Context: an optimization exercise on an open-source flow, tuned for small area, a short achievable clock period and few clock cycles. The choices shown serve that exercise and are no tape-out recipe.
Function was checked by simulation only, so behaviour that the tests miss may differ from the original.
No activity file was given, so power comes from the tool's default toggle rates.

$ cat flow/run.sh
#!/bin/bash
# synth_recipe.tcl (not shown) runs the flow's synth.tcl, then flattens the netlist and writes it again
# the make line also repeats each setting of config.mk as NAME=value (left out here)
make -C /OpenROAD-flow-scripts/flow DESIGN_CONFIG=/design/flow/config.mk WORK_HOME=/design/flow/orfs CLKGATE_MAP_FILE= SYNTH_SCRIPT=/design/flow/synth_recipe.tcl finish
$ cat flow/config.mk
export PLATFORM = sky130hd
export DESIGN_NAME = cpu_top
export DESIGN_NICKNAME = cpu_top
export VERILOG_FILES = /design/flow/design.v
export SDC_FILE = /design/flow/constraint.sdc
export NUM_CORES = 4
export LEC_CHECK = 0
export CAP_MARGIN = 20
export CORE_MARGIN = 2
export CORE_UTILIZATION = 40
export SLEW_MARGIN = 20
$ cat flow/constraint.sdc
create_clock -name core_clock -period 10.0 [get_ports {clk_i}]
set_input_delay 2.0000 -clock core_clock [delete_from_list [all_inputs] [get_ports {clk_i}]]
set_output_delay 2.0000 -clock core_clock [all_outputs]
set_load 0.01 [all_outputs]
$ cat flow/design.v
`timescale 1ns/1ps
package cpu_pkg;
    typedef logic [64-1:0]         word_t;
    typedef logic [8-1:0]         sel_t;
    typedef logic [$clog2(32)-1:0] reg_id_t;
    typedef enum logic [7-1:0] {
        OP_NOP     = 7'h00,
        OP_SET     = 7'h01,
        OP_LOAD    = 7'h02,
        OP_STORE   = 7'h03,
        OP_JUMP    = 7'h04,
        OP_TESTBIT = 7'h05,
        OP_SUB     = 7'h06,
        OP_SHIFTL  = 7'h07,
        OP_OR      = 7'h08,
        OP_AND     = 7'h09,
        OP_XOR     = 7'h0a,
        OP_ADD     = 7'h0b,
        OP_SHIFTR  = 7'h0c,
        OP_HALT    = 7'h7f
    } opcode_e;
    typedef enum logic [2-1:0] {
        FMT_RRO = 2'd0,
        FMT_RIS = 2'd1,
        FMT_I   = 2'd2
    } format_e;
    typedef enum logic [4-1:0] {
        COND_ALWAYS = 4'd0,
        COND_IF_Z   = 4'd1,
        COND_IF_NZ  = 4'd9
    } cond_e;
    typedef struct packed {
        opcode_e                    opcode;
        format_e                    format;
        cond_e                      cond;
        logic [51-1:0] body;
    } instr_t;
    typedef struct packed {
        logic  we;
        word_t adr;
        word_t dat;
    } bus_req_t;
    typedef struct packed {
        logic  err;
        word_t dat;
    } bus_rsp_t;
    typedef struct packed {
        opcode_e                    opcode;
        format_e                    format;
        logic [41-1:0]  imm;
        logic [5-1:0]  shift;
        logic [51-1:0] imm_long;
        word_t                      dst_val;
        word_t                      src_val;
    } alu_op_t;
    typedef struct packed {
        logic  we;
        logic  pc_we;
        word_t result;
        logic  flag_we;
        logic  flag;
    } alu_res_t;
endpackage
`timescale 1ns/1ps
module cpu_regfile (
    input  logic        clk_i,
    input  logic        rst_i,
    input  logic        we_i,
    input  logic [4:0]  wid_i,
    input  logic [63:0] wdat_i,
    input  logic [4:0]  rid_i,
    input  logic [63:0] pc_i,
    output logic [63:0] rdat_o
);
    logic [63:0] regs [0:30];
    logic [30:0] valid;
    always_ff @(posedge clk_i) begin
        if (rst_i) begin
            valid <= '0;
        end else if (we_i && wid_i != 5'd31) begin
            valid[wid_i] <= 1'b1;
        end
    end
    always_ff @(posedge clk_i) begin
        if (we_i && wid_i != 5'd31) begin
            regs[wid_i] <= wdat_i;
        end
    end
    always_comb begin
        rdat_o = (rid_i == 5'd31) ? pc_i : '0;
        for (int i = 0; i < 31; i++) begin
            if (rid_i == 5'(i) && valid[i]) begin
                rdat_o = rdat_o | regs[i];
            end
        end
    end
endmodule
`timescale 1ns/1ps
module cpu_alu (
    input  logic [63:0] rv_i,       
    input  logic [63:0] tmp_i,      
    input  logic [50:0] body_i,
    input  logic        c_set_i,
    input  logic        c_add_i,
    input  logic        c_sub_i,
    input  logic        c_shl_i,
    input  logic        c_shr_i,
    input  logic        c_or_i,
    input  logic        c_and_i,
    input  logic        c_xor_i,
    input  logic        c_jump_i,
    input  logic        c_mem_i,
    input  logic        fmt_rro_i,
    input  logic        fmt_i_i,
    output logic [63:0] result_o,
    output logic [63:0] sum_o,
    output logic        z_sub_o,
    output logic        z_tb_o
);
    logic [40:0] imm;
    logic [4:0]  shl;
    logic [40:0] off;
    logic [63:0] imm_ext;
    logic [63:0] b;
    logic        set_imm;
    logic        left;
    logic [63:0] src;
    logic [5:0]  amt;
    logic        big;
    logic [63:0] x;
    logic [63:0] y;
    logic [63:0] y_rev;
    logic [63:0] sh;
    assign imm     = body_i[45:5];
    assign shl     = body_i[4:0];
    assign off     = body_i[40:0];
    assign imm_ext = {23'd0, imm};
    assign b     = c_mem_i ? {23'd0, off} : imm_ext;
    assign sum_o = rv_i + (c_sub_i ? ~b : b) + {63'd0, c_sub_i};
    assign z_sub_o = (rv_i == imm_ext);
    assign set_imm = c_set_i & ~fmt_rro_i;
    assign left    = set_imm | c_shl_i;
    assign src     = set_imm ? imm_ext : rv_i;
    assign amt     = set_imm ? {1'b0, shl} : imm[5:0];
    assign big     = ~set_imm & (|imm[40:6]);
    always_comb begin
        for (int i = 0; i < 64; i++) begin
            x[i] = left ? src[i] : src[63-i];
        end
    end
    assign y = x << amt;
    always_comb begin
        for (int i = 0; i < 64; i++) begin
            y_rev[i] = y[63-i];
        end
    end
    assign sh     = big ? '0 : (left ? y : y_rev);
    assign z_tb_o = big | ~y[63];
    always_comb begin
        result_o = '0;
        if ((c_set_i & fmt_rro_i) | (c_jump_i & ~fmt_i_i)) result_o = result_o | rv_i;
        if (c_jump_i & fmt_i_i)                          result_o = result_o | {13'd0, body_i};
        if (set_imm | c_shl_i | c_shr_i)                 result_o = result_o | sh;
        if (c_add_i | c_sub_i)                           result_o = result_o | sum_o;
        if (c_or_i)                                      result_o = result_o | (rv_i | tmp_i);
        if (c_and_i)                                     result_o = result_o | (rv_i & tmp_i);
        if (c_xor_i)                                     result_o = result_o | (rv_i ^ tmp_i);
    end
endmodule
`timescale 1ns/1ps
`timescale 1ns/1ps
module cpu_control (
    input  logic        clk_i,
    input  logic        rst_i,
    output logic        cyc_o,
    output logic        we_o,
    output logic [63:0] adr_o,
    input  logic        ack_i,
    input  logic        err_i,
    input  logic [63:0] dat_i,
    output logic        rf_we_o,
    output logic [4:0]  rf_wid_o,
    output logic [63:0] rf_wdat_o,
    output logic [4:0]  rf_rid_o,
    output logic [63:0] pc_o,
    input  logic [63:0] rv_i,
    output logic [63:0] tmp_o,
    output logic [50:0] body_o,
    output logic        c_set_o,
    output logic        c_add_o,
    output logic        c_sub_o,
    output logic        c_shl_o,
    output logic        c_shr_o,
    output logic        c_or_o,
    output logic        c_and_o,
    output logic        c_xor_o,
    output logic        c_jump_o,
    output logic        c_mem_o,
    output logic        fmt_rro_o,
    output logic        fmt_i_o,
    input  logic [63:0] result_i,
    input  logic [63:0] sum_i,
    input  logic        z_sub_i,
    input  logic        z_tb_i
);
    logic        cyc;
    logic        dphase;      
    logic        wr;
    logic        halted;
    logic        boot;
    logic [63:0] pc;          
    logic [63:0] maddr;       
    logic        ex_v;
    logic        step;        
    logic        stl;         
    logic [50:0] body;
    logic [4:0]  ra;          
    logic        c_set, c_add, c_sub, c_shl, c_shr, c_or, c_and, c_xor;
    logic        c_jump, c_load, c_store, c_tb, c_halt;
    logic        fmt_rro, fmt_i;
    logic        if_z, if_nz;
    logic        zf;
    logic        fack, dack, berr;
    assign fack = cyc & ~dphase & ack_i;
    assign dack = cyc &  dphase & ack_i;
    assign berr = cyc & err_i;
    assign cyc_o  = cyc;
    assign we_o   = wr;
    assign adr_o  = dphase ? maddr : pc;
    assign pc_o   = pc;
    assign tmp_o  = maddr;
    assign body_o = body;
    assign rf_rid_o = ra;
    assign c_set_o   = c_set;
    assign c_add_o   = c_add;
    assign c_sub_o   = c_sub;
    assign c_shl_o   = c_shl;
    assign c_shr_o   = c_shr;
    assign c_or_o    = c_or;
    assign c_and_o   = c_and;
    assign c_xor_o   = c_xor;
    assign c_jump_o  = c_jump;
    assign c_mem_o   = c_load | c_store;
    assign fmt_rro_o = fmt_rro;
    assign fmt_i_o   = fmt_i;
    logic [6:0] n_op;
    logic [1:0] n_fmt;
    logic [3:0] n_cond;
    logic       n_set, n_load, n_store, n_jump, n_tb, n_sub, n_shl, n_or;
    logic       n_and, n_xor, n_add, n_shr, n_halt;
    logic       n_if_z, n_if_nz, n_d31;
    logic       n_alu1, n_alu2;
    logic       zknown, n_pass, n_fail, n_djump, n_nop, n_cont;
    assign n_op   = dat_i[63:57];
    assign n_fmt  = dat_i[56:55];
    assign n_cond = dat_i[54:51];
    assign n_set   = (n_op == 7'h01);
    assign n_load  = (n_op == 7'h02);
    assign n_store = (n_op == 7'h03);
    assign n_jump  = (n_op == 7'h04);
    assign n_tb    = (n_op == 7'h05);
    assign n_sub   = (n_op == 7'h06);
    assign n_shl   = (n_op == 7'h07);
    assign n_or    = (n_op == 7'h08);
    assign n_and   = (n_op == 7'h09);
    assign n_xor   = (n_op == 7'h0a);
    assign n_add   = (n_op == 7'h0b);
    assign n_shr   = (n_op == 7'h0c);
    assign n_halt  = (n_op == 7'h7f);
    assign n_if_z  = (n_cond == 4'd1);
    assign n_if_nz = (n_cond == 4'd9);
    assign n_d31   = (dat_i[50:46] == 5'd31);
    assign n_alu1 = n_set | n_add | n_sub | n_shl | n_shr;
    assign n_alu2 = n_or | n_and | n_xor;
    assign n_nop  = ~(n_alu1 | n_alu2 | n_tb | n_load | n_store | n_jump | n_halt);
    assign zknown  = ~(ex_v & (c_sub | c_tb));
    assign n_pass  = zknown & ~(n_if_z & ~zf) & ~(n_if_nz & zf);
    assign n_fail  = zknown &  ((n_if_z & ~zf) | (n_if_nz & zf));
    assign n_djump = n_jump & (n_fmt == 2'd2) & n_pass;
    assign n_cont  = n_nop | n_fail | n_tb | n_djump | (n_alu1 & ~n_d31);
    logic pass;
    logic x_wr;       
    logic x_last;     
    logic x_mem;      
    assign pass   = ~(if_z & ~zf) & ~(if_nz & zf);
    assign x_last = ~((c_or | c_and | c_xor) & ~step & pass);
    assign x_wr   = ex_v & pass & ((c_set | c_add | c_sub | c_shl | c_shr) |
                                   ((c_or | c_and | c_xor) & step));
    assign x_mem  = ex_v & pass & (c_load | c_store);
    always_comb begin
        rf_we_o   = 1'b0;
        rf_wid_o  = body[50:46];
        rf_wdat_o = result_i;
        if (dack) begin
            rf_we_o   = ~wr;
            rf_wdat_o = dat_i;
        end else if (x_wr) begin
            rf_we_o   = 1'b1;
        end
    end
    always_ff @(posedge clk_i) begin
        if (rst_i) begin
            cyc    <= 1'b0;
            dphase <= 1'b0;
            wr     <= 1'b0;
            halted <= 1'b0;
            boot   <= 1'b1;
            pc     <= 64'h800000000000;
            ex_v   <= 1'b0;
            step   <= 1'b0;
            zf     <= 1'b0;
        end else begin
            boot <= 1'b0;
            if (boot) begin
                cyc <= 1'b1;
            end
            if (ex_v) begin
                if (pass & c_sub) zf <= z_sub_i;
                if (pass & c_tb)  zf <= z_tb_i;
                if (x_last) begin
                    ex_v <= 1'b0;
                    step <= 1'b0;
                end else begin
                    step <= 1'b1;
                end
                if (pass & (c_or | c_and | c_xor) & ~step) begin
                    maddr <= rv_i;
                    ra    <= body[50:46];
                end
                if (x_mem) begin
                    maddr  <= sum_i;
                    cyc    <= 1'b1;
                    dphase <= 1'b1;
                    wr     <= c_store;
                    ra     <= body[45:41];
                end else if (pass & c_halt) begin
                    halted <= 1'b1;
                end else if (stl & ((c_or | c_and | c_xor) & pass & body[50:46] != 5'd31 ? ~step : x_last)) begin
                    cyc <= 1'b1;
                end
                if (stl & x_last & pass & (c_jump | (x_wr & body[50:46] == 5'd31))) begin
                    pc <= result_i;
                end
            end
            if (dack) begin
                dphase <= 1'b0;
                wr     <= 1'b0;
                if (~wr && body[50:46] == 5'd31) pc <= dat_i;
            end
            if (fack) begin
                body    <= dat_i[50:0];
                ex_v    <= ~(n_nop | n_fail | n_djump);
                step    <= 1'b0;
                stl     <= ~n_cont;
                cyc     <= n_cont;
                pc      <= n_djump ? {13'd0, dat_i[50:0]} : pc + 64'd8;
                ra      <= ((n_set & n_fmt == 2'd0) | n_load | n_alu2) ? dat_i[45:41] : dat_i[50:46];
                c_set   <= n_set;
                c_add   <= n_add;
                c_sub   <= n_sub;
                c_shl   <= n_shl;
                c_shr   <= n_shr;
                c_or    <= n_or;
                c_and   <= n_and;
                c_xor   <= n_xor;
                c_jump  <= n_jump;
                c_load  <= n_load;
                c_store <= n_store;
                c_tb    <= n_tb;
                c_halt  <= n_halt;
                fmt_rro <= (n_fmt == 2'd0);
                fmt_i   <= (n_fmt == 2'd2);
                if_z    <= n_if_z;
                if_nz   <= n_if_nz;
            end
            if (berr) begin
                cyc    <= 1'b0;
                dphase <= 1'b0;
                wr     <= 1'b0;
                halted <= 1'b1;
                ex_v   <= 1'b0;
            end
        end
    end
endmodule
`timescale 1ns/1ps
module cpu_top (
    input  logic  clk_i,
    input  logic  rst_i,
    output logic  cyc_o,
    output logic  stb_o,
    output logic  we_o,
    output cpu_pkg::sel_t  sel_o,
    output cpu_pkg::word_t adr_o,
    output cpu_pkg::word_t dat_o,
    input  logic  ack_i,
    input  logic  err_i,
    input  cpu_pkg::word_t dat_i
);
    logic        rf_we;
    logic [4:0]  rf_wid;
    logic [63:0] rf_wdat;
    logic [4:0]  rf_rid;
    logic [63:0] pc;
    logic [63:0] rv;
    logic [63:0] tmp;
    logic [50:0] body;
    logic        c_set, c_add, c_sub, c_shl, c_shr, c_or, c_and, c_xor;
    logic        c_jump, c_mem, fmt_rro, fmt_i;
    logic [63:0] result;
    logic [63:0] sum;
    logic        z_sub, z_tb;
    assign sel_o = 8'hff;
    assign stb_o = cyc_o;
    assign dat_o = rv;
    cpu_control u_control (
        .clk_i     (clk_i),
        .rst_i     (rst_i),
        .cyc_o     (cyc_o),
        .we_o      (we_o),
        .adr_o     (adr_o),
        .ack_i     (ack_i),
        .err_i     (err_i),
        .dat_i     (dat_i),
        .rf_we_o   (rf_we),
        .rf_wid_o  (rf_wid),
        .rf_wdat_o (rf_wdat),
        .rf_rid_o  (rf_rid),
        .pc_o      (pc),
        .rv_i      (rv),
        .tmp_o     (tmp),
        .body_o    (body),
        .c_set_o   (c_set),
        .c_add_o   (c_add),
        .c_sub_o   (c_sub),
        .c_shl_o   (c_shl),
        .c_shr_o   (c_shr),
        .c_or_o    (c_or),
        .c_and_o   (c_and),
        .c_xor_o   (c_xor),
        .c_jump_o  (c_jump),
        .c_mem_o   (c_mem),
        .fmt_rro_o (fmt_rro),
        .fmt_i_o   (fmt_i),
        .result_i  (result),
        .sum_i     (sum),
        .z_sub_i   (z_sub),
        .z_tb_i    (z_tb)
    );
    cpu_regfile u_regfile (
        .clk_i  (clk_i),
        .rst_i  (rst_i),
        .we_i   (rf_we),
        .wid_i  (rf_wid),
        .wdat_i (rf_wdat),
        .rid_i  (rf_rid),
        .pc_i   (pc),
        .rdat_o (rv)
    );
    cpu_alu u_alu (
        .rv_i      (rv),
        .tmp_i     (tmp),
        .body_i    (body),
        .c_set_i   (c_set),
        .c_add_i   (c_add),
        .c_sub_i   (c_sub),
        .c_shl_i   (c_shl),
        .c_shr_i   (c_shr),
        .c_or_i    (c_or),
        .c_and_i   (c_and),
        .c_xor_i   (c_xor),
        .c_jump_i  (c_jump),
        .c_mem_i   (c_mem),
        .fmt_rro_i (fmt_rro),
        .fmt_i_i   (fmt_i),
        .result_o  (result),
        .sum_o     (sum),
        .z_sub_o   (z_sub),
        .z_tb_o    (z_tb)
    );
endmodule
==> run_results.csv <==
group,metric,value,unit
synthesis,synthMuxAreaShare,0.0218,
power,powerDensity,160,nW/um^2
cts,clk-insertion-delay-late,0.97,ns
synthesis,yosysTopAreaCell,"edfxtp_1",
global_route,grt_pass1_wl,876000,um
placed_design,place_congestion,1.10,
detailed_routing,drt-pass1-iter-count,9,
placed_design,dpl.hpwl,456000,um
timing,slew_headroom,0.133,
status,violations,"setup timing",
timing,post-route-period-util,1.01,
detailed_routing,num_vias,98400,
timing,final.setup.worst_slack,-0.103,ns
synthesis,synth_compound_area_frac,0.136,
synthesis,synth_fa_ha_area_frac,0.0228,
floorplan,die_area,274000,sq um
detailed_routing,viasPerCell,7.35,
cts,clk_pin_slew,0.06,ns
cts,clockRootBuffer,"clkbuf_16",
timing,hold_violations,0,
global_route,grt_overflow,0,
cts,clockBufferDepth,4,
timing,tightest_slew,1.30,ns
placed_design,portBuffers,198,
global_route,grt_pass1_vias,87700,
synthesis,ys_types,114,
floorplan,fp.dieH,524,um
setup_path,critPathLaunchType,"register",
layout,seqCellArea,65800,sq um
layout,synthToLayoutAreaGrowth,16.7,%
timing,fmax,99.0,MHz
synthesis,syn_area,108000,sq um
synthesis,ys.flop_type,"edfxtp_1",
timing,rsz0062_at_grt,"false",
global_route,track_usage,0.484,
synthesis,synth_top_family_by_area,"simple AND/OR/NAND/NOR gates",
floorplan,die_w,524,um
synthesis,synth_top_area_frac,0.589,
synthesis,yosys-top-cells-area,"edfxtp_1 59%, and3_1 3.9%, nand2_1 3.7%, nor3_1 3.3%, a2111oi_0 2.9%",
setup_path,cp.required,10.68,ns
synthesis,synth_warnings,3,
synthesis,yosysSeqAreaShare,0.608,
timing,slew_violations,0,
timing,setup_viol,31,
setup_path,crit_fanout,31,
cts,h-tree-depth,4,
synthesis,ys_top_cells_by_count,"2122 x edfxtp_1, 1062 x nand2_1, 721 x nor3_1",
layout,multi_input_area,39400,sq um
detailed_routing,drt_iter0_drc,21300,
synthesis,synth-simple-area-share,0.159,
layout,fillers,24100,
synthesis,synth_edf_count,2122,
setup_path,critPathCaptureType,"register",
cts,cts_tree,"done",
detailed_routing,wl_per_cell,51.0,um
timing,timing.final.crit_period,10.10,ns
synthesis,syn_area_per_cell,11.8,sq um
synthesis,synthCells,9196,
global_route,grt_max_degree,83,
cts,numCtsBuffers,242,
cts,postCtsHoldBufs,0,
synthesis,yosysMostFrequentCell,"edfxtp_1",
setup_path,crit_type,"register to register",
detailed_routing,detail-route-antenna-nets,0,
floorplan,rows,190,
setup_path,cp_data_arrival_time,10.78,ns
min_path,worstHoldPathType,"register to register",
power,vdd_ir_drop_max,0.194,mV
layout,nNetsFinal,9839,
status,status,"complete, but fails checks",
placed_design,dp_slack,0.0413,ns
synthesis,synth-xor-area-share,0.0135,
floorplan,core,268000,sq um
global_route,antenna_found_initial,113,
job,maxCapViolations,0,
cts,numClockSinks,2224,
floorplan,start_util,0.403,
synthesis,yosys_register_bits,2224,
floorplan,io_pins,207,
timing,skew,0.103,ns
detailed_routing,drcViolationCount,0,
detailed_routing,routed_wl,683000,um
power,leakage,43.5,nW
layout,final_util,0.470,
synthesis,async_flop_share,0,
layout,drive_gt1_frac,0.147,
## power by group
| group | switching, mW | leakage, nW | internal, mW |
|---|---|---|---|
| Combinational | 0.844 | 19.9 | 0.261 |
| Clock | 3.98 | 3.66 | 4.95 |
| Sequential | 0.0341 | 19.9 | 10.1 |
| Total | 4.86 | 43.5 | 15.3 |
## area by class of cell
type	instances	area share
sequential	2224	0.521
multi-input combinational	6055	0.312
timing repair buffer	886	0.0647
clock buffer	302	0.0503
tap	3552	0.0352
clock inverter	131	0.00972
inverter	166	0.00494
antenna	80	0.00159
## metal layers
layer,up-vias,wire [um],track usage
li1,36600,-,-
met1,48500,232000,0.589
met2,10600,276000,0.676
met3,2741,107000,0.198
met4,58,68100,0.384
met5,-,498,0
## layout by cell type (no fill, tap or decap), types with 40 or more instances in the layout
cell,synthesis,final
mux2_2,90,90
mux2i_1,89,84
nand4_1,118,118
ha_1,195,195
xnor2_1,126,126
o21ai_0,282,280
clkbuf_16,0,243
inv_1,161,160
o211ai_1,57,57
nand2_1,1062,1058
a21o_1,44,44
buf_12,0,79
edfxtp_1,2122,2122
nand3_1,117,116
a22oi_1,225,224
and4_1,47,47
clkbuf_1,498,54
diode_2,0,80
and3_1,666,646
a221o_1,40,40
a21oi_1,422,382
dfxtp_1,102,82
and2_1,55,53
a2111o_1,50,50
xor2_1,40,40
clkdlybuf4s50_1,0,197
nor3_1,721,715
nor2_1,419,368
buf_4,67,602
o22ai_1,50,50
a221oi_1,103,101
a2111oi_0,364,349
clkinv_1,1,52
## flip-flops by register name, summed over array words and instances (netlist names), 5 cells and up
signal / count
u_regfile.regs: 1984
u_regfile.valid: 31
u_control.body: 51
u_control.pc: 64
u_control.maddr: 64
u_control.ra: 5
## path summary, 6_finish.rpt
check | cells past startpoint | to | start | slack (ns)
max | 23 | u_regfile.regs[24][58]$_DFFE_PP_ | u_control.ra[4]$_DFFE_PP_ | -0.10
min | 2 | u_regfile.valid[18]$_SDFFE_PP0P_ | u_regfile.valid[18]$_SDFFE_PP0P_ | 0.49
max reg2reg | 23 | u_regfile.regs[24][58]$_DFFE_PP_ | u_control.ra[4]$_DFFE_PP_ | -0.10
min reg2reg | 2 | u_regfile.valid[18]$_SDFFE_PP0P_ | u_regfile.valid[18]$_SDFFE_PP0P_ | 0.49
## worst max-delay path, cell delays in order, from the launching register on
cell	delay [ns]
edfxtp_1	0.88
and3b_4	0.45
and3_2	0.63
buf_12	0.33
a2111o_1	0.48
nor4_1	0.91
buf_4	0.28
nand2_1	0.36
ha_1	0.61
nand4_1	0.19
o311ai_0	0.75
buf_4	0.23
nand2_1	0.09
a2111oi_1	0.78
buf_4	0.25
o211ai_1	0.18
a21oi_1	0.53
a211oi_1	0.24
buf_4	0.20
o211a_1	0.19
or4_1	0.56
or2_2	0.30
o22a_1	0.23
buf_12	0.19
## logic make-up (layout without fill, tap and decap cells)
group	count (synthesis)	after routing
AO/OA/AOI/OAI	2037	2037
XOR/XNOR	166	166
adder cells (fa/ha/maj)	196	196
buffers and inverters	924	1485
flip-flops	2224	2224
multiplexers	199	199
other	1	88
AND/OR/NAND/NOR	3449	3449
## through the flow
stage	hold slack [ns]	cell area [sq um]	power (mW)	std cells	TNS (ns)
floorplan	0.429	108000	10.8	9203	0
global placement	0.474	118000	11.4	12900	-9.43
detailed placement	0.461	118000	11.4	12900	0
CTS	0.485	126000	20.1	13300	0
global route	0.526	126000	20.4	13300	0
finish	0.493	126000	20.2	13400	-3.00
## repair_timing
action                                 CTS  global route
gates resized for setup                  0             6
setup buffers                            0             8
endpoints found under the hold margin    0             0
setup endpoints to repair                0           125
Testbench counts, summed over its fixed seeds: cycles 25,964.

-- separate check: timing with driven ports --
How much do the figures lean on ideal ports? The routed layout below was timed once more, with nothing changed but the port constraints. Step 1: set_driving_cell puts a clkbuf_16 on clk_i and a buf_2 on each other input, an assumption about the parent block. Step 2 moves the port delays by t, midway between the first and last clock arrival at a register: inputs arrive t later, outputs are due t later. That takes back most of the time a late clock gives input paths. Slacks: ideal ports / drivers / drivers and shift; pairs: ideal ports / drivers.
t, ns: 1.030
slack for setup (ns): -0.103 / -0.103 / -0.103
hold slack, ns: 0.493 / 0.493 / 0.493
cell pins on the clock port's net: 1
For this run, drivers alone change the setup slack by 0.000 ns; drivers and shift together by 0.000 ns.
